Context: an optimization exercise on an open-source flow, tuned for a short achievable clock period and few clock cycles. The choices shown serve that exercise and are no tape-out recipe.
At most, simulation tests tie the RTL to the original design; equivalence was not proved.
No functional check of the RTL was part of runs 1 to 3.
Power and IR drop assume default switching activity.

<file path="flow/constraint.sdc">
create_clock -name core_clock -period 7.0 [get_ports {clk}]
set_input_delay 1.4000 -clock core_clock [delete_from_list [all_inputs] [get_ports {clk}]]
set_output_delay 1.4000 -clock core_clock [all_outputs]
set_load 0.01 [all_outputs]
</file>
<file path="flow/run.sh">
#!/bin/bash
# synth_recipe.tcl (not shown) runs the flow's synth.tcl, then flattens the netlist and writes it again
# the make line also repeats each setting of config.mk as NAME=value (left out here)
make -C /OpenROAD-flow-scripts/flow DESIGN_CONFIG=/design/flow/config.mk WORK_HOME=/design/flow/orfs CLKGATE_MAP_FILE= SYNTH_SCRIPT=/design/flow/synth_recipe.tcl finish
</file>
<file path="flow/config.mk">
export PLATFORM = sky130hd
export DESIGN_NAME = sxp
export DESIGN_NICKNAME = sxp
export VERILOG_FILES = /design/flow/design.v
export SDC_FILE = /design/flow/constraint.sdc
export NUM_CORES = 4
export LEC_CHECK = 0
export ABC_CLOCK_PERIOD_IN_PS = 1500
export CAP_MARGIN = 50
export CORE_MARGIN = 2
export CORE_UTILIZATION = 40
export SETUP_SLACK_MARGIN = 3.8
export SLEW_MARGIN = 75
export TNS_END_PERCENT = 20
</file>
<file path="flow/design.v">
`default_nettype none
package sxp_pkg;
  typedef logic [32-1:0] data_t;      
  typedef logic [32-1:0] inst_t;      
  typedef logic [4-1:0]   rf_addr_t;   
  typedef logic [16-1:0]  imm_t;       
  typedef logic [3:0]             cvnz_t;      
  typedef enum logic [1:0] {
    DEST_REG   = 2'b00,
    DEST_JUMP  = 2'b01,
    DEST_STORE = 2'b10,
    DEST_NONE  = 2'b11    
  } dest_cfg_e;
  typedef enum logic [2:0] {
    SRC_RR = 3'b000,   
    SRC_RI = 3'b001,   
    SRC_PR = 3'b010,   
    SRC_PI = 3'b011    
  } src_cfg_e;
  typedef enum logic [2:0] {
    ALU_ADD, ALU_SUB, ALU_AND, ALU_OR, ALU_XOR, ALU_SHL, ALU_SHR, ALU_PASSB
  } alu_op_e;
  typedef enum logic [3:0] {
    WB_RESULT = 4'b0000,
    WB_Z      = 4'b0100,
    WB_N      = 4'b0101,
    WB_V      = 4'b0110,
    WB_C      = 4'b0111
  } wb_cfg_e;
endpackage
`default_nettype wire
`default_nettype none
import sxp_pkg::*;
module sxp_alu
(
  input  wire [7:0]             op1h,    
  input  wire                   res,     
  input  wire [3:0]             flg1h,   
  input  wire sxp_pkg::data_t   a,
  input  wire sxp_pkg::data_t   b,
  input  wire sxp_pkg::data_t   bn,      
  input  wire [4:0]             shl_n,   
  input  wire [4:0]             shr_n,
  output sxp_pkg::data_t        v
);
  localparam int MSB = 32 - 1;
  sxp_pkg::data_t       pa;      
  sxp_pkg::data_t       ga;
  logic [32:0] ca;
  sxp_pkg::data_t       ps;      
  sxp_pkg::data_t       gs;
  logic [32:0] cs;
  sxp_pkg::data_t       sum;
  sxp_pkg::data_t       diff;
  logic                 y31_rest;
  logic                 v0_rest;
  logic                 fa0;
  logic                 fa1;
  logic                 fs0;
  logic                 fs1;
  sxp_pkg::data_t       shl;
  sxp_pkg::data_t       shr;
  sxp_pkg::data_t       y;
  logic                 z;
  assign pa = a ^ b;
  assign ga = a & b;
  assign ps = a ^ bn;
  assign gs = a & bn;
  sxp_carry i_ca (.p(pa), .g(ga), .cin(1'b0), .c(ca));
  sxp_carry i_cs (.p(ps), .g(gs), .cin(1'b1), .c(cs));
  assign sum  = pa ^ ca[MSB:0];
  assign diff = ps ^ cs[MSB:0];
  assign shl  = a << shl_n;
  assign shr  = a >> shr_n;
  assign y[MSB-1:0] = ({(32-1){op1h[ALU_ADD]}}   & sum[MSB-1:0])  |
                      ({(32-1){op1h[ALU_SUB]}}   & diff[MSB-1:0]) |
                      ({(32-1){op1h[ALU_AND]}}   & ga[MSB-1:0])   |
                      ({(32-1){op1h[ALU_OR]}}    & (a[MSB-1:0] | b[MSB-1:0])) |
                      ({(32-1){op1h[ALU_XOR]}}   & pa[MSB-1:0])   |
                      ({(32-1){op1h[ALU_SHL]}}   & shl[MSB-1:0])  |
                      ({(32-1){op1h[ALU_SHR]}}   & shr[MSB-1:0])  |
                      ({(32-1){op1h[ALU_PASSB]}} & b[MSB-1:0]);
  assign y31_rest = (op1h[ALU_AND] & ga[MSB]) | (op1h[ALU_OR] & (a[MSB] | b[MSB])) |
                    (op1h[ALU_XOR] & pa[MSB]) | (op1h[ALU_SHL] & shl[MSB]) |
                    (op1h[ALU_SHR] & shr[MSB]) | (op1h[ALU_PASSB] & b[MSB]);
  assign y[MSB] = y31_rest |
                  (op1h[ALU_ADD] & (ca[MSB] ? ~pa[MSB] : pa[MSB])) |
                  (op1h[ALU_SUB] & (cs[MSB] ? ~ps[MSB] : ps[MSB]));
  assign z = (op1h[ALU_ADD]   & ((a ^ b) == {(a[MSB-1:0] | b[MSB-1:0]), 1'b0})) |
             (op1h[ALU_SUB]   & (a == b))                                       |
             (op1h[ALU_AND]   & ((a & b) == '0))                                |
             (op1h[ALU_OR]    & ((a | b) == '0))                                |
             (op1h[ALU_XOR]   & (a == b))                                       |
             (op1h[ALU_SHL]   & (shl == '0))                                    |
             (op1h[ALU_SHR]   & (shr == '0))                                    |
             (op1h[ALU_PASSB] & (b == '0));
  assign fa0 = (flg1h[1] & pa[MSB]) | (flg1h[3] & ga[MSB]) | (flg1h[2] & ga[MSB]);
  assign fa1 = (flg1h[1] & ~pa[MSB]) | (flg1h[3] & (ga[MSB] | pa[MSB])) |
               (flg1h[2] & ~(ga[MSB] | pa[MSB]));
  assign fs0 = (flg1h[1] & ps[MSB]) | (flg1h[3] & gs[MSB]) | (flg1h[2] & gs[MSB]);
  assign fs1 = (flg1h[1] & ~ps[MSB]) | (flg1h[3] & (gs[MSB] | ps[MSB])) |
               (flg1h[2] & ~(gs[MSB] | ps[MSB]));
  assign v0_rest = (res & y[0]) | (flg1h[0] & z) | (flg1h[1] & y31_rest);
  assign v[MSB:1] = {(32-1){res}} & y[MSB:1];
  assign v[0]     = v0_rest | (op1h[ALU_ADD] & (ca[MSB] ? fa1 : fa0)) |
                    (op1h[ALU_SUB] & (cs[MSB] ? fs1 : fs0));
endmodule
`default_nettype wire
`default_nettype none
module sxp_carry
(
  input  wire [32-1:0] p,
  input  wire [32-1:0] g,
  input  wire                   cin,
  output logic [32:0]  c
);
  localparam int W = 32;
  localparam int L = $clog2(W);
  logic [W-1:0] gg [0:L];
  logic [W-1:0] pp [0:L];
  always_comb
  begin
    gg[0]    = g;
    pp[0]    = p;
    gg[0][0] = g[0] | (p[0] & cin);
    for (int l = 0; l < L; l++)
      for (int i = 0; i < W; i++)
        if (i >= (1 << l))
        begin
          gg[l+1][i] = gg[l][i] | (pp[l][i] & gg[l][i-(1<<l)]);
          pp[l+1][i] = pp[l][i] & pp[l][i-(1<<l)];
        end
        else
        begin
          gg[l+1][i] = gg[l][i];
          pp[l+1][i] = pp[l][i];
        end
  end
  assign c = {gg[L], cin};
endmodule
`default_nettype wire
`default_nettype none
import sxp_pkg::*;
module sxp_regf
(
  input  wire                    clk,
  input  wire                    reset_b,
  input  wire sxp_pkg::rf_addr_t addra,
  input  wire sxp_pkg::rf_addr_t addrb,
  input  wire sxp_pkg::rf_addr_t addrc,   
  input  wire                    wec,
  input  wire sxp_pkg::data_t    dc,
  output sxp_pkg::data_t         qra,
  output sxp_pkg::data_t         qrb
);
  sxp_pkg::data_t regs [0:16-1];
  always_ff @(posedge clk or negedge reset_b)
  begin
    if (!reset_b)
    begin
      for (int i = 0; i < 16; i++)
        regs[i] <= '0;
    end
    else if (wec)
      regs[addrc] <= dc;
  end
  assign qra = regs[addra];
  assign qrb = regs[addrb];
endmodule
`default_nettype wire
`default_nettype none
import sxp_pkg::*;
module sxp_fetch
#(
  parameter int N = 8   
)
(
  input  wire                 clk,
  input  wire                 reset_b,
  input  wire                 redir_v,       
  input  wire                 redir_w,       
  input  wire sxp_pkg::data_t v_w,
  input  wire                 redir_seq,     
  input  wire sxp_pkg::data_t v,
  input  wire sxp_pkg::data_t seq_pc,
  input  wire                 redir_d,       
  input  wire sxp_pkg::data_t tgt_d,
  input  wire                 upd,           
  input  wire                 upd_taken,     
  input  wire sxp_pkg::data_t upd_pc,
  input  wire sxp_pkg::data_t upd_tgt,
  input  wire [N-1:0]         upd_hit,       
  input  wire sxp_pkg::inst_t mem_inst,
  output sxp_pkg::data_t      mem_pc,
  output logic                vld_d,
  output sxp_pkg::inst_t      ir_d,
  output sxp_pkg::rf_addr_t   ra_d,          
  output sxp_pkg::rf_addr_t   rb_d,
  output sxp_pkg::data_t      pc_d,
  output sxp_pkg::data_t      pc1_d,
  output sxp_pkg::data_t      predn_d,       
  output logic                ptaken_d,
  output logic [N-1:0]        hit_d
);
  sxp_pkg::data_t pc;
  sxp_pkg::data_t pc_o;
  sxp_pkg::data_t pc1;
  sxp_pkg::data_t predn;
  sxp_pkg::data_t tgt;
  logic [N-1:0]   hit;
  logic [N-1:0]   bv;
  sxp_pkg::data_t btag [0:N-1];
  sxp_pkg::data_t btgt [0:N-1];
  logic [N-1:0]   alloc;    
  logic           redirect;
  assign redirect = redir_v | redir_w | redir_seq;
  assign pc1 = pc + sxp_pkg::data_t'(1);
  always_comb
  begin
    tgt = '0;
    for (int i = 0; i < N; i++)
    begin
      hit[i] = bv[i] & (btag[i] == pc);
      tgt    = tgt | (hit[i] ? btgt[i] : '0);
    end
  end
  assign predn  = (|hit) ? tgt : pc1;
  assign mem_pc = pc_o;
  logic           vld_x;
  logic           ptaken_x;
  sxp_pkg::data_t pc_x;
  sxp_pkg::data_t pc1_x;
  sxp_pkg::data_t predn_x;
  logic [N-1:0]   hit_x;
  always_ff @(posedge clk or negedge reset_b)
  begin
    if (!reset_b)
    begin
      pc    <= '0;
      pc_o  <= '0;
      vld_x <= 1'b0;
      vld_d <= 1'b0;
    end
    else
    begin
      pc    <= redir_v ? v : (redir_w ? v_w : (redir_seq ? seq_pc : (redir_d ? tgt_d : predn)));
      pc_o  <= ({32{redir_v}} & v) | ({32{redir_w}} & v_w) |
               ({32{redir_seq}} & seq_pc) | ({32{redir_d}} & tgt_d) |
               ({32{~redir_v & ~redir_w & ~redir_seq & ~redir_d}} & predn);
      vld_x <= ~redirect & ~redir_d;
      vld_d <= vld_x & ~redirect & ~redir_d;
    end
  end
  always_ff @(posedge clk)
  begin
    pc_x     <= pc;
    pc1_x    <= pc1;
    predn_x  <= predn;
    ptaken_x <= |hit;
    hit_x    <= hit;
    pc_d     <= pc_x;
    pc1_d    <= pc1_x;
    predn_d  <= predn_x;
    ptaken_d <= ptaken_x;
    hit_d    <= hit_x;
    ir_d     <= mem_inst;
    ra_d     <= mem_inst[27] ? mem_inst[19:16] : mem_inst[15:12];   
    rb_d     <= mem_inst[11:8];
  end
  logic [N-1:0]   wsel;
  logic [N-1:0]   wr_2;     
  logic [N-1:0]   clr_2;    
  sxp_pkg::data_t upd_pc_2;
  sxp_pkg::data_t upd_tgt_2;
  assign wsel = (|upd_hit) ? upd_hit : alloc;
  always_ff @(posedge clk or negedge reset_b)
  begin
    if (!reset_b)
    begin
      bv    <= '0;
      alloc <= {{(N-1){1'b0}}, 1'b1};
      wr_2  <= '0;
      clr_2 <= '0;
    end
    else
    begin
      wr_2  <= (upd && upd_taken) ? wsel : '0;
      clr_2 <= (upd && !upd_taken) ? upd_hit : '0;
      if (upd && upd_taken && !(|upd_hit))
        alloc <= {alloc[N-2:0], alloc[N-1]};
      bv    <= (bv | wr_2) & ~clr_2;
    end
  end
  always_ff @(posedge clk)
  begin
    upd_pc_2  <= upd_pc;
    upd_tgt_2 <= upd_tgt;
    for (int i = 0; i < N; i++)
      if (wr_2[i])
      begin
        btag[i] <= upd_pc_2;
        btgt[i] <= upd_tgt_2;
      end
  end
endmodule
`default_nettype wire
`default_nettype none
import sxp_pkg::*;
module sxp_execute
#(
  parameter int N = 8
)
(
  input  wire                    clk,
  input  wire                    reset_b,
  input  wire                    vld_d,
  input  wire sxp_pkg::inst_t    ir_d,
  input  wire sxp_pkg::rf_addr_t ra_d,
  input  wire sxp_pkg::rf_addr_t rb_d,
  input  wire sxp_pkg::data_t    pc_d,
  input  wire sxp_pkg::data_t    pc1_d,
  input  wire sxp_pkg::data_t    predn_d,
  input  wire                    ptaken_d,
  input  wire [N-1:0]            hit_d,
  input  wire sxp_pkg::data_t    qra,
  input  wire sxp_pkg::data_t    qrb,
  output logic                   wec,      
  output sxp_pkg::rf_addr_t      addrc,
  output sxp_pkg::data_t         wb_data,
  output logic                   redir_v,     
  output logic                   redir_w,     
  output logic                   redir_seq,   
  output sxp_pkg::data_t         seq_pc,
  output logic                   redir_d,
  output sxp_pkg::data_t         tgt_d,
  output logic                   upd,
  output logic                   upd_taken,
  output sxp_pkg::data_t         upd_pc,
  output sxp_pkg::data_t         upd_tgt,
  output logic [N-1:0]           upd_hit,
  output sxp_pkg::data_t         v,        
  output logic                   spw_we,
  output sxp_pkg::data_t         spw_addr,
  output sxp_pkg::data_t         spw_data
);
  sxp_pkg::dest_cfg_e dest_cfg;
  sxp_pkg::src_cfg_e  src_cfg;
  sxp_pkg::wb_cfg_e   wb_cfg;
  logic               a_pc;
  logic               b_imm;
  logic               fa;
  logic               fb;
  logic               fa2;
  logic               fb2;
  sxp_pkg::data_t     qa;
  sxp_pkg::data_t     qb;
  sxp_pkg::data_t     imm_d;
  logic               flag_sel;
  logic [7:0]         op1h_d;
  logic [3:0]         flg1h_d;
  logic               imm_jump;     
  sxp_pkg::data_t     tk;
  logic               tgt_ok;       
  logic               vld_e;
  logic               ok_e;         
  logic               live_e;       
  sxp_pkg::dest_cfg_e dest_e;
  logic [7:0]         op1h_e;
  logic               res_e;
  logic [3:0]         flg1h_e;
  sxp_pkg::rf_addr_t  rd_e;
  logic               cond_e;
  logic               jz_e;
  logic               pr_add_e;     
  sxp_pkg::data_t     a_e;
  sxp_pkg::data_t     b_e;
  sxp_pkg::data_t     b_x;          
  sxp_pkg::data_t     bn_e;         
  logic [4:0]         shl_e;        
  logic [4:0]         shr_e;
  sxp_pkg::data_t     pc_e;
  sxp_pkg::data_t     pc1_e;
  sxp_pkg::data_t     predn_e;
  logic               ptaken_e;     
  logic [N-1:0]       hit_e;
  logic               taken;
  logic               to_next;      
  logic               to_skip;      
  logic               skip1;
  logic               redirect;
  logic               we_e;
  logic               st_e;
  logic               mis_w;
  logic               chk_w;
  logic               st_w;
  sxp_pkg::data_t     b_w;
  logic               taken_w;
  sxp_pkg::data_t     v_w;
  sxp_pkg::data_t     predn_w;
  sxp_pkg::rf_addr_t  rd_w;
  sxp_pkg::data_t     pc_w;
  sxp_pkg::data_t     pc1_w;
  logic [N-1:0]       hit_w;
  assign dest_cfg = sxp_pkg::dest_cfg_e'(ir_d[31:30]);
  assign src_cfg  = sxp_pkg::src_cfg_e'(ir_d[29:27]);
  assign wb_cfg   = sxp_pkg::wb_cfg_e'(ir_d[23:20]);
  assign a_pc     = src_cfg[1];
  assign b_imm    = src_cfg[0];
  assign flag_sel = (wb_cfg[3:2] == 2'b01);
  assign imm_d    = sxp_pkg::data_t'(ir_d[15:0]);
  always_comb
  begin
    op1h_d  = '0;
    flg1h_d = '0;
    op1h_d[ir_d[26:24]] = 1'b1;
    if (flag_sel)
      flg1h_d[wb_cfg[1:0]] = 1'b1;
  end
  assign imm_jump = vld_d & (dest_cfg == DEST_JUMP) & ~flag_sel &
                    (((src_cfg == SRC_PI) & (op1h_d[ALU_ADD] | op1h_d[ALU_PASSB])) |
                     ((src_cfg == SRC_RI) & op1h_d[ALU_PASSB]));
  assign tgt_d    = op1h_d[ALU_ADD] ? pc1_d + imm_d : imm_d;
  assign tk       = (pc1_d & imm_d) | ((pc1_d ^ imm_d) & ~predn_d);
  assign tgt_ok   = op1h_d[ALU_ADD] ? ((pc1_d ^ imm_d ^ predn_d) == {tk[32-2:0], 1'b0}) :
                                      (imm_d == predn_d);
  assign redir_d  = imm_jump & ~tgt_ok & ~redir_w & ~redir_seq & ~taken;
  assign fa  = ~a_pc  & we_e & (rd_e == ra_d);
  assign fb  = ~b_imm & we_e & (rd_e == rb_d);
  assign fa2 = wec & (addrc == ra_d);
  assign fb2 = wec & (addrc == rb_d);
  assign qa  = fa2 ? wb_data : qra;
  assign qb  = fb2 ? wb_data : qrb;
  always_ff @(posedge clk or negedge reset_b)
  begin
    if (!reset_b)
      vld_e <= 1'b0;
    else
      vld_e <= vld_d & ~redirect & ~skip1;
  end
  always_ff @(posedge clk)
  begin
    live_e   <= ~src_cfg[2];
    dest_e   <= dest_cfg;
    op1h_e   <= op1h_d;
    res_e    <= ~flag_sel;
    flg1h_e  <= flg1h_d;
    rd_e     <= ir_d[19:16];
    cond_e   <= ir_d[0] & ~src_cfg[0];   
    jz_e     <= ir_d[1];
    pr_add_e <= (src_cfg == SRC_PR) & op1h_d[ALU_ADD] & ~flag_sel;
    a_e      <= fa ? v : (a_pc ? pc1_d : qa);
    b_e      <= fb ? v : (b_imm ? imm_d : qb);
    bn_e     <= fb ? ~v : (b_imm ? ~imm_d : ~qb);
    b_x      <= ({32{fb}} & v) | ({32{~fb & b_imm}} & imm_d) |
                ({32{~fb & ~b_imm}} & qb);
    shl_e    <= b_imm ? ir_d[4:0] : (fb ? v[4:0] : qb[4:0]);
    shr_e    <= ({5{fb}} & v[4:0]) | ({5{~fb & b_imm}} & ir_d[4:0]) |
                ({5{~fb & ~b_imm}} & qb[4:0]);
    pc_e     <= pc_d;
    pc1_e    <= pc1_d;
    predn_e  <= redir_d ? tgt_d : predn_d;
    ptaken_e <= ptaken_d | (imm_jump & (redir_d | tgt_ok));
    hit_e    <= hit_d;
  end
  sxp_alu i_alu (
    .op1h(op1h_e), .res(res_e), .flg1h(flg1h_e), .a(a_e), .b(b_e), .bn(bn_e), .shl_n(shl_e),
    .shr_n(shr_e), .v(v)
  );
  assign ok_e  = vld_e & live_e & ~redir_w;
  assign taken = ok_e & (dest_e == DEST_JUMP) & (~cond_e | (b_x[0] ^ jz_e));
  assign we_e  = ok_e & (dest_e == DEST_REG);
  assign st_e  = ok_e & (dest_e == DEST_STORE);
  assign to_next   = pr_add_e & (b_x == '0);
  assign to_skip   = pr_add_e & (b_x == sxp_pkg::data_t'(1));
  assign skip1     = taken & ~ptaken_e & to_skip & vld_d & ~ptaken_d;
  assign redir_v   = taken & ~ptaken_e & ~to_next & ~skip1;
  assign redir_seq = vld_e & ~redir_w & ~taken & ptaken_e;
  assign redirect  = redir_v | redir_seq | redir_w;
  assign seq_pc    = pc1_e;
  always_ff @(posedge clk)
  begin
    if (st_w)
    begin
      spw_addr <= b_w;
      spw_data <= v_w;
    end
    b_w      <= b_x;
    taken_w  <= taken;
    v_w      <= v;
    predn_w  <= predn_e;
    rd_w     <= rd_e;
    pc_w     <= pc_e;
    pc1_w    <= pc1_e;
    hit_w    <= hit_e;
  end
  always_ff @(posedge clk or negedge reset_b)
  begin
    if (!reset_b)
    begin
      spw_we <= 1'b0;
      st_w   <= 1'b0;
      mis_w  <= 1'b0;
      chk_w  <= 1'b0;
      wec    <= 1'b0;
    end
    else
    begin
      wec    <= we_e;
      st_w   <= st_e;
      spw_we <= st_w;
      mis_w  <= redir_v | redir_seq | skip1;
      chk_w  <= taken & ptaken_e;
    end
  end
  assign addrc     = rd_w;
  assign wb_data   = v_w;
  assign redir_w   = chk_w & (v_w != predn_w);
  assign upd       = mis_w | redir_w;
  assign upd_taken = taken_w & (v_w != pc1_w);
  assign upd_pc    = pc_w;
  assign upd_tgt   = v_w;
  assign upd_hit   = hit_w;
endmodule
`default_nettype wire
`default_nettype none
import sxp_pkg::*;
module sxp
(
  input  wire                 clk,
  input  wire                 reset_b,
  input  wire sxp_pkg::inst_t mem_inst,   
  output sxp_pkg::data_t      mem_pc,     
  output logic                spw_we,     
  output sxp_pkg::data_t      spw_addr,
  output sxp_pkg::data_t      spw_data
);
  localparam int N = 8;
  logic              vld_d;
  sxp_pkg::inst_t    ir_d;
  sxp_pkg::rf_addr_t ra_d;
  sxp_pkg::rf_addr_t rb_d;
  sxp_pkg::data_t    pc_d;
  sxp_pkg::data_t    pc1_d;
  sxp_pkg::data_t    predn_d;
  logic              ptaken_d;
  logic [N-1:0]      hit_d;
  sxp_pkg::data_t    qra;
  sxp_pkg::data_t    qrb;
  logic              wec;
  sxp_pkg::rf_addr_t addrc;
  sxp_pkg::data_t    wb_data;
  sxp_pkg::data_t    v_e;
  logic              redir_v;
  logic              redir_seq;
  logic              redir_w;
  sxp_pkg::data_t    seq_pc;
  logic              redir_d;
  sxp_pkg::data_t    tgt_d;
  logic              upd;
  logic              upd_taken;
  sxp_pkg::data_t    upd_pc;
  sxp_pkg::data_t    upd_tgt;
  logic [N-1:0]      upd_hit;
  sxp_fetch #(.N(N)) i_fetch (
    .clk(clk), .reset_b(reset_b), .redir_v(redir_v), .redir_w(redir_w), .v_w(wb_data),
    .redir_seq(redir_seq), .v(v_e),
    .seq_pc(seq_pc), .redir_d(redir_d), .tgt_d(tgt_d), .upd(upd), .upd_taken(upd_taken), .upd_pc(upd_pc), .upd_tgt(upd_tgt),
    .upd_hit(upd_hit), .mem_inst(mem_inst), .mem_pc(mem_pc), .vld_d(vld_d),
    .ir_d(ir_d), .ra_d(ra_d), .rb_d(rb_d), .pc_d(pc_d), .pc1_d(pc1_d),
    .predn_d(predn_d), .ptaken_d(ptaken_d), .hit_d(hit_d)
  );
  sxp_regf i_regf (
    .clk(clk), .reset_b(reset_b), .addra(ra_d), .addrb(rb_d), .addrc(addrc),
    .wec(wec), .dc(wb_data), .qra(qra), .qrb(qrb)
  );
  sxp_execute #(.N(N)) i_execute (
    .clk(clk), .reset_b(reset_b), .vld_d(vld_d), .ir_d(ir_d), .ra_d(ra_d), .rb_d(rb_d),
    .pc_d(pc_d), .pc1_d(pc1_d), .predn_d(predn_d), .ptaken_d(ptaken_d), .hit_d(hit_d),
    .qra(qra), .qrb(qrb), .wec(wec), .addrc(addrc),
    .wb_data(wb_data), .redir_v(redir_v), .redir_w(redir_w), .redir_seq(redir_seq), .seq_pc(seq_pc),
    .redir_d(redir_d), .tgt_d(tgt_d),
    .upd(upd),
    .upd_taken(upd_taken), .upd_pc(upd_pc), .upd_tgt(upd_tgt), .upd_hit(upd_hit),
    .v(v_e), .spw_we(spw_we), .spw_addr(spw_addr), .spw_data(spw_data)
  );
endmodule
`default_nettype wire
</file>
==> summary.txt, run 1 <==
I/O Pins 131; Tmin final roughly 3.6 ns; part of the power in the clock network around 33%; port bufs 130; Critical-path top delay cell mux4_2; mean post-synth cell area about 12 µm²; Initial Utilization 40.3%; Non-Filler Instances between 10000 and 15000; Synth top cells by count 744 x dfxtp_1, 615 x dfrtp_1, 576 x edfxtp_1; Sw Ratio between 30% and 40%; Seq pwr share a little over two fifths; gp weighted congestion approximately 0.99; Leakage approximately 44 nW; critical path data arrival time approximately 4.4 ns; dpl cells between 9000 and 10000; Synth top area share a little over 20%; dominant cell by count in the synthesized netlist dfxtp_1; Worst EP required roughly 7.8 ns; number of flops mapped to enable cells by yosys 576; wire per inst approximately 36 µm; Post-Syn Instances ~7000; Synth Flop Type dfxtp_1; Synth area leaders edfxtp_1 21%, dfrtp_1 18%, dfxtp_1 18%, mux2_2 7.4%, a22oi_1 3.7%; Seq/Total Area, Yosys between 50% and 60%; remaining global-route overflow 0; clk latency of the worst-skew pair 0.90 ns; number of buffers created by CTS 202; Layout Cell Area excl Fill about 110000 µm²; Die Wd 461 µm; clock sinks 1936; layout cells sized above 1 between 30% and 40%; switching pwr around 12 mW; Root Buffer clkbuf_16; Worst Skew ~0.064 ns; Top Family by Delay on Critical Path multiplexers; DR DRC count 0; Sum Neg Setup Slack 0 ns; Detailed Route WL 377000 µm; fin. max-slew vios 0; Worst Path Buf+Inv 5; Achievable Freq between 200 and 300 MHz; number of global-route vias before repair between 60000 and 70000; area grow syn2layout 33.0%; chip height around 460 µm; ys async rst share between 30% and 40%; Yosys warning count 9; htree depth 4; VDD IR max 0.000281 V; Max FO, Critical Path 6; Tcrit/Tclk final between 50% and 60%; slowest stage delay, CP between 0.5 and 0.6 ns; post-detail-place hpwl roughly 260000 µm; clk buf depth 3; critical path, cell by cell buf_16 > buf_8 > mux4_2 > mux4_2 > a211oi_2 > nand4_1 > o41ai_2 > nand4_1 > nand4_1 > nor4_4 > buf_4 > buf_4 > buf_6 > a21oi_4; Largest Register i_regf.regs; Fin. Hold Viols 0; Clock Pin Slew Worst Setup and Hold Paths approximately 0.070 ns; syn_nets between 7000 and 8000; Worst Tran Pin Value between 0.4 and 0.5 ns; vias per cell ~6.3; # nets final 7819; initial antenna violation count 27; library cells used by synthesis 88; dpl cell area approximately 95000 µm²; flops & latches, synth 1936; CTS tree built; Final ANT Viol Nets 0; via count approximately 67000; Finish-stage setup viols 0; min-delay worst type register to register; WS Path Type register to register; Core ar. between 200000 and 250000 µm²; Combinational Power Share between 20% and 30%; Total GRT Usage about a third; Post-Syn Area roughly 84000 µm²; Initial DRT Pass Iterations 9; Iter 0 DRT Violations approximately 8600; first-pass GRT wire length 518000 µm; outcome finished clean; CTS Hold Bufs 0; largest net degree at the start of global routing 50; pwr dens 316 nW/µm²; post-synth top area cell edfxtp_1; Largest register FFs 512; Crit path top cell by count nand4_1; RSZ-0062 raised after global routing yes; Site Rows 167; Top Registers i_regf.regs (512), i_fetch.btag (256), i_fetch.btgt (256); crit path launch type register; Rel. slew slack 68.9%; Max-cap violations 0; Die Area roughly 210000 µm²; Worst Setup End Kind register; Fillers 17092; P_int roughly 23 mW
-- per-layer routing --
metal  vias up  track usage [%]  routed length [µm]
met4        20             22.1               29200
met5         -            0.115                 169
met3      1240             7.96               37700
li1      27508                -                   -
met2      4506             52.5              166000
met1     34070             44.5              144000
-- worst reg2reg max path, cell delays in order, from the launching register on --
cell and delay [ns]:
dfxtp_4 0.45, buf_16 0.16, buf_8 0.11, mux4_2 0.55, mux4_2 0.52, a211oi_2 0.17, nand4_1 0.15, o41ai_2 0.27
nand4_1 0.21, nand4_1 0.27, nor4_4 0.07, buf_4 0.17, buf_4 0.14, buf_6 0.12, a21oi_4 0.14
-- cell type report --
cell class                      count  area (µm²)  share of cell area, %
Antenna cell                       11        27.5                 0.0248
Clock inverter                    100        1330                   1.20
Multi-Input combinational cell   4361       40000                   36.0
Tap cell                         2788        3490                   3.14
Sequential cell                  1936       48100                   43.2
Timing Repair Buffer              946       11500                   10.3
Inverter                          185         741                  0.666
Clock buffer                      286        6060                   5.45
-- power groups by stage --
stage | Sequential [mW] | Combinational, mW | Clock, mW
4_1_cts | 14.6 | 8.05 | 11.7
6_report | 14.7 | 8.80 | 11.6
3_5_place_dp | 14.9 | 6.75 | 0
2_1_floorplan | 13.9 | 3.70 | 0
5_1_grt | 14.7 | 9.06 | 12.2
3_3_place_gp | 14.8 | 6.09 | 0
-- stage by stage --
step	utilization [%]	worst slack (ns)	total power [mW]	hold WS, ns
after global placement	42.7	1.97	20.9	0.310
after global routing	53.6	3.39	36.0	0.305
after floorplan	-	3.73	17.6	0.310
after detailed placement	46.0	2.35	21.7	0.312
after CTS	52.3	3.44	34.4	0.292
final	53.6	3.41	35.1	0.298
-- layout by cell type (no fill, tap or decap), drive strengths merged, types with 32 or more instances in the layout --
cell type      instances
buf                  763
dfxtp                744
dfrtp                615
edfxtp               576
mux2                 549
a22oi                407
nand2                365
xor2                 309
clkbuf               308
a21oi                252
nor2                 233
o21ai                232
xnor2                208
inv                  197
nand4                178
nor4                 140
a221oi               138
ha                   134
clkdlybuf4s50        130
nand3                128
a22o                 115
o22ai                112
nor3                  77
mux2i                 69
mux4                  65
clkinv                62
a21o                  46
o21a                  39
nand2b                38
and3                  38
a221o                 35
and2                  34
or3                   33
a31oi                 32
-- logic make-up after synthesis --
logic type,after synthesis,share of synthesized area (%)
simple gates,1385,8.52
fa+ha+maj,153,2.46
flops,1936,56.9
buf+inv,676,3.08
xor+xnor,517,5.42
compound gates,1620,13.6
mux,683,9.97
-- what timing repair did --
action / in CTS / in global routing
gates resized for setup: 561 / 238
gates cloned: 38 / 9
endpoints found under the setup margin: 343 / 312
pin swaps: 132 / 115
buffers inserted: 239 / 93
-- path summary, 6_finish.rpt --
| check | from | to | slack, ns | cells after the start |
|---|---|---|---|---|
| max reg2reg | i_execute.shr_e[1]$_DFF_P_ | i_execute.a_e[0]$_DFF_P_ | 3.41 | 14 |
| max | i_execute.shr_e[1]$_DFF_P_ | i_execute.a_e[0]$_DFF_P_ | 3.41 | 14 |
| max in group asynchronous | reset_b | i_regf.regs[0][12]$_DFFE_PN0P_ | 5.13 | 7 |
| min reg2reg | i_execute.predn_e[15]$_DFF_P_ | i_execute.predn_w[15]$_DFF_P_ | 0.30 | 0 |
| min in group asynchronous | reset_b | i_fetch.bv[6]$_DFF_PN0_ | 0.44 | 2 |
| min | i_execute.predn_e[15]$_DFF_P_ | i_execute.predn_w[15]$_DFF_P_ | 0.30 | 0 |
==> run 2, diff against run 1 <==
--- a/flow/design.v
+++ b/flow/design.v
@@ -172,7 +172,8 @@
 import sxp_pkg::*;
 module sxp_fetch
 #(
-  parameter int N = 8   
+  parameter int N = 4,   
+  parameter int T = 12   
 )
 (
   input  wire                 clk,
@@ -209,7 +210,7 @@
   sxp_pkg::data_t tgt;
   logic [N-1:0]   hit;
   logic [N-1:0]   bv;
-  sxp_pkg::data_t btag [0:N-1];
+  logic [T-1:0]   btag [0:N-1];
   sxp_pkg::data_t btgt [0:N-1];
   logic [N-1:0]   alloc;    
   logic           redirect;
@@ -220,7 +221,7 @@
     tgt = '0;
     for (int i = 0; i < N; i++)
     begin
-      hit[i] = bv[i] & (btag[i] == pc);
+      hit[i] = bv[i] & (btag[i] == pc[T-1:0]);
       tgt    = tgt | (hit[i] ? btgt[i] : '0);
     end
   end
@@ -245,7 +246,8 @@
     begin
       pc    <= redir_v ? v : (redir_w ? v_w : (redir_seq ? seq_pc : (redir_d ? tgt_d : predn)));
       pc_o  <= ({32{redir_v}} & v) | ({32{redir_w}} & v_w) |
-               ({32{redir_seq}} & seq_pc) | ({32{redir_d}} & tgt_d) |
+               ({32{redir_seq & ~redir_w}} & seq_pc) |
+               ({32{redir_d & ~redir_w & ~redir_seq}} & tgt_d) |
                ({32{~redir_v & ~redir_w & ~redir_seq & ~redir_d}} & predn);
       vld_x <= ~redirect & ~redir_d;
       vld_d <= vld_x & ~redirect & ~redir_d;
@@ -298,7 +300,7 @@
     for (int i = 0; i < N; i++)
       if (wr_2[i])
       begin
-        btag[i] <= upd_pc_2;
+        btag[i] <= upd_pc_2[T-1:0];
         btgt[i] <= upd_tgt_2;
       end
   end
@@ -363,6 +365,8 @@
   logic               tgt_ok;       
   logic               vld_e;
   logic               ok_e;         
+  logic               taken_any;
+  logic               we_any;
   logic               live_e;       
   sxp_pkg::dest_cfg_e dest_e;
   logic [7:0]         op1h_e;
@@ -423,9 +427,9 @@
   assign tk       = (pc1_d & imm_d) | ((pc1_d ^ imm_d) & ~predn_d);
   assign tgt_ok   = op1h_d[ALU_ADD] ? ((pc1_d ^ imm_d ^ predn_d) == {tk[32-2:0], 1'b0}) :
                                       (imm_d == predn_d);
-  assign redir_d  = imm_jump & ~tgt_ok & ~redir_w & ~redir_seq & ~taken;
-  assign fa  = ~a_pc  & we_e & (rd_e == ra_d);
-  assign fb  = ~b_imm & we_e & (rd_e == rb_d);
+  assign redir_d  = imm_jump & ~tgt_ok & ~redir_seq & ~taken_any;
+  assign fa  = ~a_pc  & we_any & (rd_e == ra_d);
+  assign fb  = ~b_imm & we_any & (rd_e == rb_d);
   assign fa2 = wec & (addrc == ra_d);
   assign fb2 = wec & (addrc == rb_d);
   assign qa  = fa2 ? wb_data : qra;
@@ -466,15 +470,17 @@
     .op1h(op1h_e), .res(res_e), .flg1h(flg1h_e), .a(a_e), .b(b_e), .bn(bn_e), .shl_n(shl_e),
     .shr_n(shr_e), .v(v)
   );
-  assign ok_e  = vld_e & live_e & ~redir_w;
-  assign taken = ok_e & (dest_e == DEST_JUMP) & (~cond_e | (b_x[0] ^ jz_e));
-  assign we_e  = ok_e & (dest_e == DEST_REG);
-  assign st_e  = ok_e & (dest_e == DEST_STORE);
+  assign taken_any = vld_e & live_e & (dest_e == DEST_JUMP) & (~cond_e | (b_x[0] ^ jz_e));
+  assign we_any    = vld_e & live_e & (dest_e == DEST_REG);
+  assign ok_e      = ~redir_w;
+  assign taken     = taken_any & ok_e;
+  assign we_e      = we_any & ok_e;
+  assign st_e      = vld_e & live_e & (dest_e == DEST_STORE) & ok_e;
   assign to_next   = pr_add_e & (b_x == '0);
   assign to_skip   = pr_add_e & (b_x == sxp_pkg::data_t'(1));
   assign skip1     = taken & ~ptaken_e & to_skip & vld_d & ~ptaken_d;
   assign redir_v   = taken & ~ptaken_e & ~to_next & ~skip1;
-  assign redir_seq = vld_e & ~redir_w & ~taken & ptaken_e;
+  assign redir_seq = vld_e & ~taken_any & ptaken_e;
   assign redirect  = redir_v | redir_seq | redir_w;
   assign seq_pc    = pc1_e;
   always_ff @(posedge clk)
@@ -508,7 +514,7 @@
       wec    <= we_e;
       st_w   <= st_e;
       spw_we <= st_w;
-      mis_w  <= redir_v | redir_seq | skip1;
+      mis_w  <= (redir_v | redir_seq | skip1) & ok_e;
       chk_w  <= taken & ptaken_e;
     end
   end
@@ -534,7 +540,7 @@
   output sxp_pkg::data_t      spw_addr,
   output sxp_pkg::data_t      spw_data
 );
-  localparam int N = 8;
+  localparam int N = 4;
   logic              vld_d;
   sxp_pkg::inst_t    ir_d;
   sxp_pkg::rf_addr_t ra_d;
==> run 2 against run 1 <==
Synthesized area down 20%. Setup slack worse by 0.25 ns. Synthesized cell count down 15%. Power down 27%. Fmax down 6.5%. Non-clock buffer count down 290. Global-route usage down 1.9 points. Critical path depth up 1. First-iteration DRC count down 9.5%. Via count down 16%. Sequential share of layout area down 1.7 points. Still clean. Routed wire length down 24%.
==> summary.txt, run 2 <==
library cells used by synthesis 83; Worst Skew ~0.094 ns; min-delay worst type register to register; DR DRC count 0; # nets final between 6000 and 7000; chip height 413 µm; Fillers between 10000 and 15000; Hold Path Stages 0; Largest register FFs between 500 and 600; Worst Tran Pin Value 0.449 ns; Fin. Hold Viols 0; remaining global-route overflow 0; Final WS setup ~3.2 ns; largest net degree at the start of global routing between 60 and 70; Tmin final ~3.8 ns; Iter 0 DRT Violations roughly 7700; flops & latches, synth 1468; Post-Syn Instances around 6000; Crit path top cell by count nor4b_4; port bufs 130; Root Buffer clkbuf_16; Rel. slew slack a little over two thirds; critical path, cell by cell buf_12 > buf_16 > mux4_2 > buf_4 > mux2i_4 > o2111ai_1 > mux2i_1 > a41oi_1 > or4_4 > nor4b_4 > nor4b_4 > buf_2 > o211ai_4 > buf_6 > a221o_1; Synth top area share between 20% and 30%; Core ar. approximately 170000 µm²; Worst Setup End Kind register; Clock Pin Slew Worst Setup and Hold Paths about 0.06 ns; critical path data arrival time roughly 4.6 ns; layout cells sized above 1 around a third; r2r setup slk approximately 3.2 ns; fin. max-slew vios 0; Initial DRT Pass Iterations 6; Leakage around 34 nW; mean post-synth cell area around 11 µm²; Die Area about 170000 µm²; Worst Path Buf+Inv 5; Final ANT Viol Nets 0; number of global-route vias before repair between 50000 and 60000; wire per inst roughly 33 µm; Sum Neg Setup Slack 0 ns; Post-Syn Area 66900 µm²; post-synth top area cell dfrtp_1; Worst Hold End i_execute.predn_w[13]$_DFF_P_; first-pass GRT wire length approximately 400000 µm; post-detail-place hpwl 199000 µm; Top Family by Delay on Critical Path multiplexers; syn_nets ~6100; reg-to-reg critical path startpoint i_execute.shr_e[1]$_DFF_P_; Worst EP required 7.75 ns; Achievable Freq ~260 MHz; area grow syn2layout 26.3%; Largest Register i_regf.regs; CTS Hold Bufs 0; Initial Utilization about two fifths; pre-CTS WS about 2.5 ns; clk latency of the worst-skew pair between 0.8 and 0.9 ns; vias per cell 6.53; Critical-path top delay cell mux4_2; hold path start i_execute.predn_e[13]$_DFF_P_; initial antenna violation count 20; Seq/Total Area, Yosys between 50% and 60%; VDD IR max about 0.00029 V; worst reg2reg path endpoint i_fetch.pc[0]$_DFF_PN0_; outcome finished clean; Total GRT Usage about 33%; Tcrit/Tclk final between 50 and 60%; Detailed Route WL between 200000 and 300000 µm; dominant cell by count in the synthesized netlist dfxtp_1; gp weighted congestion 1.08; via count 56392; CTS tree built; crit path launch type register; Top Registers i_regf.regs (512), i_fetch.btgt (128), i_fetch.btag (48); Synth Flop Type dfxtp_1; Max-cap violations 0; Synth area leaders dfrtp_1 22%, dfxtp_1 19%, edfxtp_1 11%, mux2_2 9.1%, a22oi_1 4.8%; clk buf depth 3; Max FO, Critical Path 6; most frequent cells in the layout 582 x dfrtp_1, 538 x mux2_2, 507 x dfxtp_1; Site Rows 150; number of buffers created by CTS between 150 and 200; Synth top cells by count 628 x dfxtp_1, 599 x dfrtp_1, 543 x mux2_2; Finish-stage setup viols 0; Yosys warning count 9; htree depth 4; commonest non-fill, non-tap cell in the layout dfrtp_1; RSZ-0062 raised after global routing yes; ys async rst share 40.9%; Tot Pwr between 20 and 30 mW; clock sinks 1468; slowest stage delay, CP 0.55 ns; WS Path Type register to register; FF-to-FF path depth 15; pwr dens 303 nW/µm²; I/O Pins around 130; number of flops mapped to enable cells by yosys 240; Die Wd between 400 and 500 µm
[run 2: worst max-delay path by stage]
stage	end	cells past startpoint	start	slack, ns
4_1_cts	i_fetch.pc[0]$_DFF_PN0_	14	i_execute.shr_e[1]$_DFF_P_	3.16
5_1_grt	i_fetch.pc[0]$_DFF_PN0_	14	i_execute.shr_e[1]$_DFF_P_	3.11
2_1_floorplan	i_execute.predn_e[10]$_DFF_P_	11	i_fetch.predn_d[11]$_DFF_P_	3.75
3_5_place_dp	i_fetch.pc[0]$_DFF_PN0_	14	i_execute.shr_e[1]$_DFF_P_	2.46
6_report	i_fetch.pc[0]$_DFF_PN0_	15	i_execute.shr_e[1]$_DFF_P_	3.16
3_3_place_gp	i_fetch.pc_o[16]$_DFF_PN0_	8	i_execute.shr_e[2]$_DFF_P_	2.19
[run 2: worst register-to-register path, stage by stage (launching register included)]
cell	delay, ns
dfxtp_4	0.38
buf_12	0.16
buf_16	0.14
mux4_2	0.55
buf_4	0.17
mux2i_4	0.24
o2111ai_1	0.24
mux2i_1	0.25
a41oi_1	0.14
or4_4	0.55
nor4b_4	0.31
nor4b_4	0.08
buf_2	0.16
o211ai_4	0.10
buf_6	0.17
a221o_1	0.15
[run 2: through the flow]
stage | hold WS (ns) | cells | instance area (µm²) | utilization, %
after floorplan | 0.310 | 5954 | 67000 | -
after global placement | 0.309 | 7995 | 71100 | 42.7
after detailed placement | 0.312 | 8157 | 75400 | 45.2
after CTS | 0.284 | 8526 | 82200 | 49.3
after global routing | 0.296 | 8626 | 84500 | 50.7
final | 0.274 | 8630 | 84500 | 50.7
[run 2: cells by family (layout without fill, tap and decap cells)]
group                      count (synthesis)  after routing  synth area share, %
adders and majority gates                153            153                 3.07
muxes                                    679            679                 12.5
AOI/OAI and AO/OA                       1525           1525                 16.1
xor gates and xnor gates                 299            299                 3.91
other                                      0              5                    0
and+or+nand+nor                         1180           1180                 8.74
buffers and inverters                    650           1117                 3.74
DFF                                     1468           1468                 52.0
[run 2: cell type report]
class / count / area (µm²) / area share (%)
Clock buffer: 213 / 4290 / 5.07
Timing Repair Buffer: 656 / 6950 / 8.23
Sequential cell: 1468 / 35100 / 41.5
Clock inverter: 68 / 940 / 1.11
Inverter: 180 / 716 / 0.847
Tap cell: 2204 / 2760 / 3.26
Antenna cell: 5 / 12.5 / 0.0148
Multi-Input combinational cell: 3836 / 33800 / 39.9
[run 2: timing repair]
action,in CTS,in global routing
endpoints found under the setup margin,250,244
setup buffers,85,73
pin swaps,51,81
gates resized for setup,228,214
gates cloned,3,3
[run 2: where the power goes]
group	switching, mW	internal, mW
logic	3.63	2.51
registers	1.18	9.86
clock network	3.67	4.77
total	8.48	17.1
[run 2: layer usage]
| layer | wire (µm) | vias to the layer above | part of all wire (%) | GRT usage (%) |
|---|---|---|---|---|
| li1 | - | 23003 | - | - |
| met1 | 109000 | 28139 | 38 | 42.7 |
| met2 | 121000 | 4126 | 42 | 47.2 |
| met3 | 35500 | 1102 | 12 | 9.90 |
| met4 | 21900 | 22 | 7.6 | 20.3 |
| met5 | 331 | - | 0.12 | 0.339 |
==> run 3, diff against run 2 <==
--- a/flow/design.v
+++ b/flow/design.v
@@ -39,6 +39,7 @@
   input  wire sxp_pkg::data_t   a,
   input  wire sxp_pkg::data_t   b,
   input  wire sxp_pkg::data_t   bn,      
+  input  wire sxp_pkg::data_t   as,      
   input  wire [4:0]             shl_n,   
   input  wire [4:0]             shr_n,
   output sxp_pkg::data_t        v
@@ -70,8 +71,8 @@
   sxp_carry i_cs (.p(ps), .g(gs), .cin(1'b1), .c(cs));
   assign sum  = pa ^ ca[MSB:0];
   assign diff = ps ^ cs[MSB:0];
-  assign shl  = a << shl_n;
-  assign shr  = a >> shr_n;
+  assign shl  = as << shl_n;
+  assign shr  = as >> shr_n;
   assign y[MSB-1:0] = ({(32-1){op1h[ALU_ADD]}}   & sum[MSB-1:0])  |
                       ({(32-1){op1h[ALU_SUB]}}   & diff[MSB-1:0]) |
                       ({(32-1){op1h[ALU_AND]}}   & ga[MSB-1:0])   |
@@ -380,6 +381,7 @@
   sxp_pkg::data_t     b_e;
   sxp_pkg::data_t     b_x;          
   sxp_pkg::data_t     bn_e;         
+  sxp_pkg::data_t     as_e;         
   logic [4:0]         shl_e;        
   logic [4:0]         shr_e;
   sxp_pkg::data_t     pc_e;
@@ -455,6 +457,8 @@
     a_e      <= fa ? v : (a_pc ? pc1_d : qa);
     b_e      <= fb ? v : (b_imm ? imm_d : qb);
     bn_e     <= fb ? ~v : (b_imm ? ~imm_d : ~qb);
+    as_e     <= ({32{fa}} & v) | ({32{~fa & a_pc}} & pc1_d) |
+                ({32{~fa & ~a_pc}} & qa);
     b_x      <= ({32{fb}} & v) | ({32{~fb & b_imm}} & imm_d) |
                 ({32{~fb & ~b_imm}} & qb);
     shl_e    <= b_imm ? ir_d[4:0] : (fb ? v[4:0] : qb[4:0]);
@@ -467,7 +471,7 @@
     hit_e    <= hit_d;
   end
   sxp_alu i_alu (
-    .op1h(op1h_e), .res(res_e), .flg1h(flg1h_e), .a(a_e), .b(b_e), .bn(bn_e), .shl_n(shl_e),
+    .op1h(op1h_e), .res(res_e), .flg1h(flg1h_e), .a(a_e), .b(b_e), .bn(bn_e), .as(as_e), .shl_n(shl_e),
     .shr_n(shr_e), .v(v)
   );
   assign taken_any = vld_e & live_e & (dest_e == DEST_JUMP) & (~cond_e | (b_x[0] ^ jz_e));
==> run 3 against run 2 <==
Still clean. Die area up 1.1%. Synthesized cell count decreased by 0.22%. Sequential share of layout area shrank 0.16 points. Power grew 4.6%. Non-clock buffer count fell by 9. Register-to-register slack improved by 0.30 ns. Flip-flop and latch count grew 32. Via count fell by 0.71%.
==> summary.txt, run 3 <==
Worst Path Buf+Inv 3; Non-Filler Instances 8640; port bufs 130; Compound-Gate Fraction of Synth Area roughly 17%; CTS Hold Bufs 0; DR DRC count 0; post-detail-place hpwl 200000 µm; VDD IR max about 0.00029 V; Iter 0 DRT Violations about 7700; clk latency of the worst-skew pair approximately 0.86 ns; wire per inst roughly 33 µm; Finish-stage setup viols 0; Synth Flop Type dfxtp_1; Initial Utilization about two fifths; Synth Area in Simple Gates under 10%; pre-CTS WS 2.89 ns; clk buf depth 3; Largest register FFs a little over 500; number of global-route vias before repair between 50000 and 60000; dpl cells 8161; Yosys warning count 9; CTS tree built; I/O Pins 131; number of flops mapped to enable cells by yosys 240; Final ANT Viol Nets 0; # nets final 6479; post-synth top area cell dfrtp_1; Core ar. between 150000 and 200000 µm²; mean post-synth cell area about 11 µm²; critical path, cell by cell inv_4 > ha_4 > inv_2 > fa_2 > a211o_1 > a21oi_4 > a21oi_4 > a31oi_4 > o211a_4 > o311ai_4 > a311o_1 > xor2_2 > a221oi_4 > buf_4 > o22ai_1; Rel. slew slack a little over three fifths; Worst Tran Pin Value approximately 0.56 ns; mux share of post-synthesis cell area 12.0%; vias per cell ~6.5; hold path start i_execute.predn_e[14]$_DFF_P_; Clock Pin Slew Worst Setup and Hold Paths about 0.060 ns; Crit path top cell by count a21oi_4; Seq/Total Area, Yosys between 50% and 60%; most frequent cells in the layout 583 x dfrtp_1, 553 x dfxtp_1, 544 x mux2_2; Fin. Hold Viols 0; ys async rst share 40.0%; Fillers around 14000; first-pass GRT wire length between 400000 and 500000 µm; Max-cap violations 0; worst reg2reg path endpoint i_execute.b_e[30]$_DFF_P_; chip height ~420 µm; layout cells sized above 1 between 30% and 40%; dpl cell area 76700 µm²; largest family of logic cells by synthesized area compound AO/OA/AOI/OAI gates; Tot Pwr approximately 27 mW; flops & latches, synth 1500; r2r setup slk between 3 and 4 ns; xor/xnor cell area share of the yosys netlist 4.04%; critical path data arrival time 4.22 ns; area grow syn2layout 27.3%; Tcrit/Tclk final 50.6%; remaining global-route overflow 0; utilization after layout between 50 and 60%; Initial DRT Pass Iterations 7; clock sinks 1500; Top Registers i_regf.regs (512), i_fetch.btgt (128), i_fetch.btag (48); initial antenna violation count 17; Die Area between 150000 and 200000 µm²; outcome finished clean; largest net degree at the start of global routing 49; gp weighted congestion roughly 1.0; Final WS setup between 3 and 4 ns; reg-to-reg critical path startpoint i_execute.a_e[0]$_DFF_P_; Post-Syn Area 67700 µm²; Worst EP required a little under 8 ns; htree depth 4; Largest Register i_regf.regs; Achievable Freq around 280 MHz; commonest non-fill, non-tap cell in the layout dfrtp_1; adder-cell share of the synthesized area a little over 3%; RSZ-0062 raised after global routing yes; Tmin final about 3.5 ns; Synth top cells by count 660 x dfxtp_1, 599 x dfrtp_1, 550 x mux2_2; WS Path Type register to register; via count between 50000 and 60000; FF-to-FF path depth 15; Layout Cell Area excl Fill approximately 86000 µm²; crit path launch type register; min-delay worst type register to register; library cells used by synthesis between 100 and 150; fin. max-slew vios 0; Total GRT Usage 32.2%; WHS 0.268 ns; Top Family by Delay on Critical Path compound AO/OA/AOI/OAI gates; Max FO, Critical Path 3; number of buffers created by CTS 159; Critical-path top delay cell a311o_1; Site Rows 150; pwr dens 311 nW/µm²; Die Wd around 420 µm; syn_nets between 6000 and 7000; Hold Path Stages 0; Worst Hold End i_execute.predn_w[14]$_DFF_P_; Detailed Route WL 287000 µm; Leakage ~35 nW; Worst Skew approximately 0.09 ns; slowest stage delay, CP approximately 0.42 ns; dominant cell by count in the synthesized netlist dfxtp_1; Worst Setup End Kind register; Post-Syn Instances between 5000 and 6000; Synth area leaders dfrtp_1 22%, dfxtp_1 20%, edfxtp_1 11%, mux2_2 9.2%, a22oi_1 4.8%; Root Buffer clkbuf_16; Sum Neg Setup Slack 0 ns; Synth top area share between 20% and 30%
-- run 3: cell count changes in the layout (fill, tap and decap cells not counted), moves of 21 or more --
| cell | previous run | this run |
|---|---|---|
| a21oi_4 | 9 | 30 |
| a221o_1 | 29 | 64 |
| buf_4 | 229 | 185 |
| dfxtp_1 | 507 | 553 |
| dfxtp_4 | 51 | 20 |
| nand2_1 | 341 | 282 |
| nor2_1 | 169 | 200 |
| o211ai_1 | 60 | 30 |
| o221ai_1 | 13 | 42 |
| xnor2_1 | 140 | 119 |
| xor2_1 | 125 | 167 |
-- run 3: what timing repair did --
action,CTS,global route
endpoints found under the setup margin,304,285
gates resized for setup,264,101
pin swaps,101,83
buffers inserted,89,48
cloned,13,2
-- run 3: worst max-delay path by stage --
stage,slack [ns],to,startpoint,cells after the start
after floorplan,3.81,i_execute.a_e[31]$_DFF_P_,i_execute.b_e[1]$_DFF_P_,13
after global placement,2.25,i_fetch.pc[28]$_DFF_PN0_,i_execute.v_w[5]$_DFF_P_,12
after detailed placement,2.89,i_execute.as_e[30]$_DFF_P_,i_execute.a_e[0]$_DFF_P_,15
after CTS,3.40,i_execute.b_e[30]$_DFF_P_,i_execute.a_e[0]$_DFF_P_,15
after global routing,3.40,i_fetch.pc_o[28]$_DFF_PN0_,i_execute.a_e[0]$_DFF_P_,13
final,3.46,i_execute.b_e[30]$_DFF_P_,i_execute.a_e[0]$_DFF_P_,15
-- run 3: area by class of cell --
| class | count | area [µm²] | share of cell area, % |
|---|---|---|---|
| flip-flops and latches | 1500 | 35600 | 41.4 |
| repair buffers | 647 | 7680 | 8.92 |
| well taps | 2204 | 2760 | 3.20 |
| diodes | 6 | 15.0 | 0.0174 |
| multi-input cells | 3805 | 33800 | 39.3 |
| inverters | 179 | 708 | 0.822 |
| clock inverters | 75 | 1080 | 1.25 |
| clock buffers | 224 | 4440 | 5.16 |
-- run 3: cell families after synthesis --
logic type	count (synthesis)
AOI/OAI and AO/OA	1560
adders and majority gates	153
muxes	670
and+or+nand+nor	1110
DFF	1500
buffers and inverters	636
xor gates and xnor gates	312
-- run 3: worst reg2reg max path: stages, from the launching register on --
cell      delay [ns]
dfxtp_4         0.36
inv_4           0.06
ha_4            0.14
inv_2           0.04
fa_2            0.34
a211o_1         0.30
a21oi_4         0.26
a21oi_4         0.11
a31oi_4         0.27
o211a_4         0.26
o311ai_4        0.12
a311o_1         0.42
xor2_2          0.17
a221oi_4        0.35
buf_4           0.19
o22ai_1         0.07
-- run 3: power by group --
group	switching (mW)	internal (mW)	total (mW)	leakage (nW)
clock	3.79	4.97	8.76	2.66
sequential	1.27	10.1	11.4	15.9
combinational	3.95	2.73	6.68	16.4
-- run 3: per-layer routing --
layer	global-route usage (%)	vias to the layer above	routed length (µm)
met5	0	-	69
met4	19.8	12	22300
met3	8.77	1042	31900
met2	48.5	3745	124000
met1	41.0	28135	108000
li1	-	23057	-
==> run 4, diff against run 3 <==
--- a/flow/design.v
+++ b/flow/design.v
@@ -116,7 +116,7 @@
   output logic [32:0]  c
 );
   localparam int W = 32;
-  localparam int L = $clog2(W);
+  localparam int L = 5;             
   logic [W-1:0] gg [0:L];
   logic [W-1:0] pp [0:L];
   always_comb
==> run 4 against run 3 <==
Critical path depth unchanged. Clock-buffer cell count unchanged. Synthesized area unchanged. Synthesized cell count unchanged. Design area unchanged. Core utilization unchanged. Largest cell class unchanged. Critical path type unchanged. Still clean on timing, DRC and antenna. Fmax unchanged. Combinational power about the same. Clock power about the same.
==> summary.txt, run 4 <==
outcome finished clean; clock sinks 1500; syn_nets 6128; CTS tree built; number of buffers created by CTS around 160; hold path start i_execute.predn_e[14]$_DFF_P_; ys async rst share between 40% and 50%; Fin. Hold Viols 0; Post-Syn Area 67700 µm²; area grow syn2layout 27.3%; # nets final 6479; Finish-stage setup viols 0; number of global-route vias before repair between 50000 and 60000; reg-to-reg critical path startpoint i_execute.a_e[0]$_DFF_P_; post-synth top area cell dfrtp_1; Site Rows 150; worst reg2reg path endpoint i_execute.b_e[30]$_DFF_P_; Rel. slew slack between 60% and 70%; Hold Path Stages 0; Initial Utilization between 40% and 50%; dominant cell by count in the synthesized netlist dfxtp_1; DR DRC count 0; vias per cell between 6 and 7; CTS Hold Bufs 0; Worst EP required approximately 7.7 ns; min-delay worst type register to register; gp weighted congestion 1.04; Iter 0 DRT Violations roughly 7700; first-pass GRT wire length roughly 400000 µm; Die Wd 415 µm; pwr dens between 300 and 400 nW/µm²; Initial DRT Pass Iterations 7; flops & latches, synth 1500; initial antenna violation count 17; Detailed Route WL ~290000 µm; WS Path Type register to register; Largest Register i_regf.regs; Synth top area share between 20% and 30%; Synth Flop Type dfxtp_1; critical path data arrival time approximately 4.2 ns; Post-Syn Instances between 5000 and 6000; Worst Setup End Kind register; Tcrit/Tclk final 50.6%; port bufs 130; Leakage between 30 and 40 nW; chip height approximately 420 µm; Achievable Freq between 200 and 300 MHz; number of flops mapped to enable cells by yosys 240; wire per inst 33.2 µm; Total GRT Usage between 30% and 40%; Fillers around 14000; Multi-input gate area about 34000 µm²; I/O Pins ~130; Die Area 172000 µm²; clk latency of the worst-skew pair approximately 0.86 ns; Synth top cells by count 660 x dfxtp_1, 599 x dfrtp_1, 550 x mux2_2; WHS about 0.27 ns; Tmin final 3.54 ns; htree depth 4; Seq/Total Area, Yosys about 52%; FF-to-FF path depth 15; RSZ-0062 raised after global routing yes; fin. max-slew vios 0; Sum Neg Setup Slack 0 ns; Yosys warning count 9; largest net degree at the start of global routing 49; Final ANT Viol Nets 0; Synth area leaders dfrtp_1 22%, dfxtp_1 20%, edfxtp_1 11%, mux2_2 9.2%, a22oi_1 4.8%; crit path launch type register; library cells used by synthesis around 110; Clock Pin Slew Worst Setup and Hold Paths around 0.060 ns; layout cells sized above 1 32.2%; VDD IR max between 0.0002 and 0.0003 V; register area 35600 µm²; Worst Hold End i_execute.predn_w[14]$_DFF_P_; Worst Tran Pin Value 0.557 ns; Top Registers i_regf.regs (512), i_fetch.btgt (128), i_fetch.btag (48); commonest non-fill, non-tap cell in the layout dfrtp_1; most frequent cells in the layout 583 x dfrtp_1, 553 x dfxtp_1, 544 x mux2_2; r2r setup slk roughly 3.5 ns; mean post-synth cell area 11.4 µm²; Root Buffer clkbuf_16; via count between 50000 and 60000; Max-cap violations 0; Core ar. roughly 170000 µm²; Max FO, Critical Path 3; Largest register FFs about 510; remaining global-route overflow 0; post-detail-place hpwl approximately 200000 µm; clk buf depth 3; Worst Skew between 0.09 and 0.1 ns
==> run 4: per-layer routing <==
layer / vias up / wire length (µm) / GRT usage (%)
met4: 12 / 22300 / 19.8
met1: 28135 / 108000 / 41.0
met3: 1042 / 31900 / 8.77
met5: - / 69 / 0
li1: 23057 / - / -
met2: 3745 / 124000 / 48.5
==> run 4: worst max-delay path by stage <==
stage               slack [ns]  cells after the start                      from                         end
floorplan                 3.81                     13  i_execute.b_e[1]$_DFF_P_   i_execute.a_e[31]$_DFF_P_
global route              3.40                     13  i_execute.a_e[0]$_DFF_P_  i_fetch.pc_o[28]$_DFF_PN0_
detailed placement        2.89                     15  i_execute.a_e[0]$_DFF_P_  i_execute.as_e[30]$_DFF_P_
CTS                       3.40                     15  i_execute.a_e[0]$_DFF_P_   i_execute.b_e[30]$_DFF_P_
global placement          2.25                     12  i_execute.v_w[5]$_DFF_P_    i_fetch.pc[28]$_DFF_PN0_
finish                    3.46                     15  i_execute.a_e[0]$_DFF_P_   i_execute.b_e[30]$_DFF_P_
==> run 4: timing repair <==
item                                    in CTS  in global routing
setup buffers                               89                 48
resized for setup                          264                101
endpoints found under the setup margin     304                285
pin swaps                                  101                 83
gates cloned                                13                  2
==> run 4: kinds of logic after synthesis <==
kind of cell | after synthesis | share of synthesized area [%]
AO/OA/AOI/OAI | 1560 | 16.7
XOR/XNOR | 312 | 4.04
adder cells (fa/ha/maj) | 153 | 3.04
buffers and inverters | 636 | 3.67
flip-flops | 1500 | 52.4
multiplexers | 670 | 12.0
AND/OR/NAND/NOR | 1110 | 8.17
==> run 4: cell type report <==
class	count	share of cell area, %
Inverter	179	0.822
Clock buffer	224	5.16
Sequential cell	1500	41.4
Clock inverter	75	1.25
Tap cell	2204	3.20
Timing Repair Buffer	647	8.92
Multi-Input combinational cell	3805	39.3
Antenna cell	6	0.0174
==> run 4: through the flow <==
stage / power (mW) / cells / util [%] / setup slack (ns) / area, µm²
after CTS: 26.4 / 8562 / 50.4 / 3.40 / 84500
after global routing: 27.6 / 8635 / 51.4 / 3.40 / 86100
final: 26.8 / 8640 / 51.4 / 3.46 / 86200
after floorplan: 14.2 / 5941 / - / 3.81 / 67700
after detailed placement: 17.2 / 8161 / 45.7 / 2.89 / 76700
after global placement: 16.6 / 7976 / 42.7 / 2.25 / 71600
==> run 4: critical path: stages, from the launching register on <==
cell and delay, ns:
dfxtp_4 0.36, inv_4 0.06, ha_4 0.14, inv_2 0.04, fa_2 0.34, a211o_1 0.30, a21oi_4 0.26, a21oi_4 0.10
a31oi_4 0.26, o211a_4 0.26, o311ai_4 0.11, a311o_1 0.42, xor2_2 0.17, a221oi_4 0.35, buf_4 0.19, o22ai_1 0.07
==> run 4: report_power, final <==
group | leakage, nW | total, mW | internal (mW) | switching (mW)
Sequential | 15.9 | 11.4 | 10.1 | 1.27
Combinational | 16.4 | 6.68 | 2.73 | 3.95
Clock | 2.66 | 8.76 | 4.97 | 3.79
Testbench counts of run 4, summed over its fixed seeds: cycles 22,940.
==> run 5, diff against run 4 <==
--- a/flow/config.mk
+++ b/flow/config.mk
@@ -11,4 +11,4 @@
 export CORE_UTILIZATION = 40
 export SETUP_SLACK_MARGIN = 3.8
 export SLEW_MARGIN = 75
-export TNS_END_PERCENT = 20
+export TNS_END_PERCENT = 100
==> run 5 against run 4 <==
Critical endpoint is now i_fetch.pc_o[30]$_DFF_PN0_. Combinational power increased by 4.5%. Critical path depth stayed put. Clock skew shrank 0.0073 ns.
==> summary.txt, run 5 <==
outcome finished clean; Site Rows 150; Post-Syn Area 67700 µm²; chip height slightly above 400 µm; number of global-route vias before repair around 54000; vias per cell between 6 and 7; remaining global-route overflow 0; library cells used by synthesis 108; fin. max-slew vios 0; via count 56488; Synth top cells by count 660 x dfxtp_1, 599 x dfrtp_1, 550 x mux2_2; initial antenna violation count 19; Root Buffer clkbuf_16; gp weighted congestion just over 1; commonest non-fill, non-tap cell in the layout dfrtp_1; Fin. Hold Viols 0; flops & latches, synth 1500; CTS Hold Bufs 0; post-detail-place hpwl ~200000 µm; number of flops mapped to enable cells by yosys 240; dpl cells between 8000 and 9000; Initial Utilization 40.4%; htree depth 4; RSZ-0062 raised after global routing yes; crit path launch type register; Detailed Route WL between 200000 and 300000 µm; largest net degree at the start of global routing 49; Worst Setup End Kind register; # nets final 6554; Tcrit/Tclk final between 50% and 60%; Achievable Freq between 200 and 300 MHz; first-pass GRT wire length a little over 400000 µm; port bufs 130; VDD IR max roughly 0.0003 V; Initial DRT Pass Iterations 6; Seq/Total Area, Yosys a little over half; Max-cap violations 0; M1 WL approximately 110000 µm; ys async rst share 40.0%; Total GRT Usage 32.3%; critical path, cell by cell inv_2 > ha_4 > inv_2 > fa_2 > a211o_1 > a21oi_4 > a21oi_4 > a31oi_4 > o211a_4 > o311ai_4 > a311o_1 > xor2_2 > a221oi_4 > buf_6 > o211ai_1; Worst Skew 0.0839 ns; Worst EP required 7.71 ns; Hold Path Stages 0; Max FO, Critical Path 5; Finish-stage setup viols 0; area grow syn2layout 29.7%; Critical-path top delay cell a311o_1; WL met3 approximately 31000 µm; Final ANT Viol Nets 0; Non-Filler Instances ~8700; syn_nets between 6000 and 7000; Fillers about 14000; Die Wd between 400 and 500 µm; DR DRC count 0; min-delay worst type register to register; dominant cell by count in the synthesized netlist dfxtp_1; Yosys warning count 9; met2 wire length around 130000 µm; Synth area leaders dfrtp_1 22%, dfxtp_1 20%, edfxtp_1 11%, mux2_2 9.2%, a22oi_1 4.8%; slowest stage delay, CP 0.42 ns; Clock Pin Slew Worst Setup and Hold Paths 0.06 ns; CTS tree built; clk buf depth 3; Post-Syn Instances around 5900; clock sinks 1500; WS Path Type register to register; Largest register FFs ~510; mean post-synth cell area 11.4 µm²; layout cells sized above 1 34.9%; Iter 0 DRT Violations ~7800; utilization after layout 52.3%; Synth Flop Type dfxtp_1; Sum Neg Setup Slack 0 ns; clk latency of the worst-skew pair between 0.8 and 0.9 ns; Leakage 35.7 nW; Die Area approximately 170000 µm²; pwr dens 309 nW/µm²; Rel. slew slack approximately two thirds; number of buffers created by CTS around 160; wire per inst 33.2 µm; Core ar. around 170000 µm²; Largest Register i_regf.regs; Top Registers i_regf.regs (512), i_fetch.btgt (128), i_fetch.btag (48); FF-to-FF path depth 15; Worst Tran Pin Value roughly 0.50 ns; most frequent cells in the layout 580 x dfrtp_1, 544 x mux2_2, 541 x dfxtp_1; critical path data arrival time 4.24 ns; Tmin final approximately 3.5 ns; Synth top area share 22.2%; post-synth top area cell dfrtp_1; I/O Pins 131; highest routed layer met5
[run 5: cell counts after synthesis]
No cell type changed its count.
[run 5: area by class of cell]
cell class	count	area [µm²]	area share [%]
inverters	179	708	0.807
well taps	2204	2760	3.14
diodes	3	7.51	0.00856
clock buffers	224	4440	5.07
repair buffers	722	8490	9.68
flip-flops and latches	1500	35700	40.7
clock inverters	75	1080	1.23
multi-input cells	3805	34600	39.4
[run 5: path summary, 6_finish.rpt]
check	start	to	slack, ns
worst max-delay path	i_execute.a_e[0]$_DFF_P_	i_fetch.pc_o[30]$_DFF_PN0_	3.47
max in group asynchronous	reset_b	i_regf.regs[1][18]$_DFFE_PN0P_	5.21
min in group asynchronous	reset_b	i_regf.regs[14][7]$_DFFE_PN0P_	0.42
worst max register to register	i_execute.a_e[0]$_DFF_P_	i_fetch.pc_o[30]$_DFF_PN0_	3.47
worst min register to register	i_execute.predn_e[14]$_DFF_P_	i_execute.predn_w[14]$_DFF_P_	0.27
worst min-delay path	i_execute.predn_e[14]$_DFF_P_	i_execute.predn_w[14]$_DFF_P_	0.27
[run 5: power breakdown]
part | total, mW | switching, mW | internal [mW]
clock | 8.77 | 3.80 | 4.97
sequential | 11.4 | 1.28 | 10.1
combinational | 6.98 | 4.08 | 2.90
[run 5: cell families (layout without fill, tap and decap cells)]
| logic type | Yosys count | count (layout) | synth area share (%) |
|---|---|---|---|
| DFF | 1500 | 1500 | 52.4 |
| buffers and inverters | 636 | 1200 | 3.67 |
| adders and majority gates | 153 | 153 | 3.04 |
| muxes | 670 | 670 | 12.0 |
| xor gates and xnor gates | 312 | 312 | 4.04 |
| other | 0 | 3 | 0 |
| AOI/OAI and AO/OA | 1560 | 1560 | 16.7 |
| and+or+nand+nor | 1110 | 1110 | 8.17 |
[run 5: worst max-delay path, delay by kind of cell, from the launching register on]
family	cells	cell delay, ns
AOI/OAI and AO/OA	9	2.14
buffers and inverters	3	0.31
adders and majority gates	2	0.50
xor gates and xnor gates	1	0.17
DFF	1	0.33
[run 5: what timing repair did]
item,4_1_cts,5_1_grt
cloned,13,3
pin swaps,150,127
resized for setup,432,202
setup endpoints to repair,304,232
buffers inserted,110,99
[run 5: metrics by stage]
stage                     hold WS, ns  setup WS (ns)  area [µm²]  total power [mW]
after detailed placement        0.312           2.89       76700              17.2
after global routing            0.265           3.47       87700              27.9
after CTS                       0.276           3.42       85200              26.5
final                           0.271           3.47       87700              27.1
after floorplan                 0.310           3.81       67700              14.2
after global placement          0.310           2.25       71600              16.6
[run 5: layer usage]
layer | track usage [%] | vias to the layer above
met5 | 0 | -
met4 | 20.5 | 8
met3 | 8.57 | 1044
met2 | 48.7 | 3797
met1 | 41.1 | 28446
li1 | - | 23193

-- re-timing with driven ports --
No port has a modelled driver above. Below, the same layouts with a new extraction and two added sets of constraints. Step 1 sets driving cells, clkbuf_16 on the clock port and buf_2 on the other inputs (assumed; they add their load-dependent delay and slew). Step 2 also shifts input and output timing later by t, the mid clock arrival at the registers, as if the neighbouring blocks saw the same clock. a / b / c = no drivers / after step 1 / after step 2; a / b = the first two.
run	shift t [ns]	setup slack, ns
run 1	0.958	3.410 / 3.410 / 3.410
run 2	0.894	3.162 / 3.162 / 3.162
run 3	0.889	3.461 / 3.461 / 3.461
run 4	0.889	3.461 / 3.461 / 3.461
run 5	0.887	3.472 / 3.472 / 3.472
After both steps setup and hold are still met in every run listed.
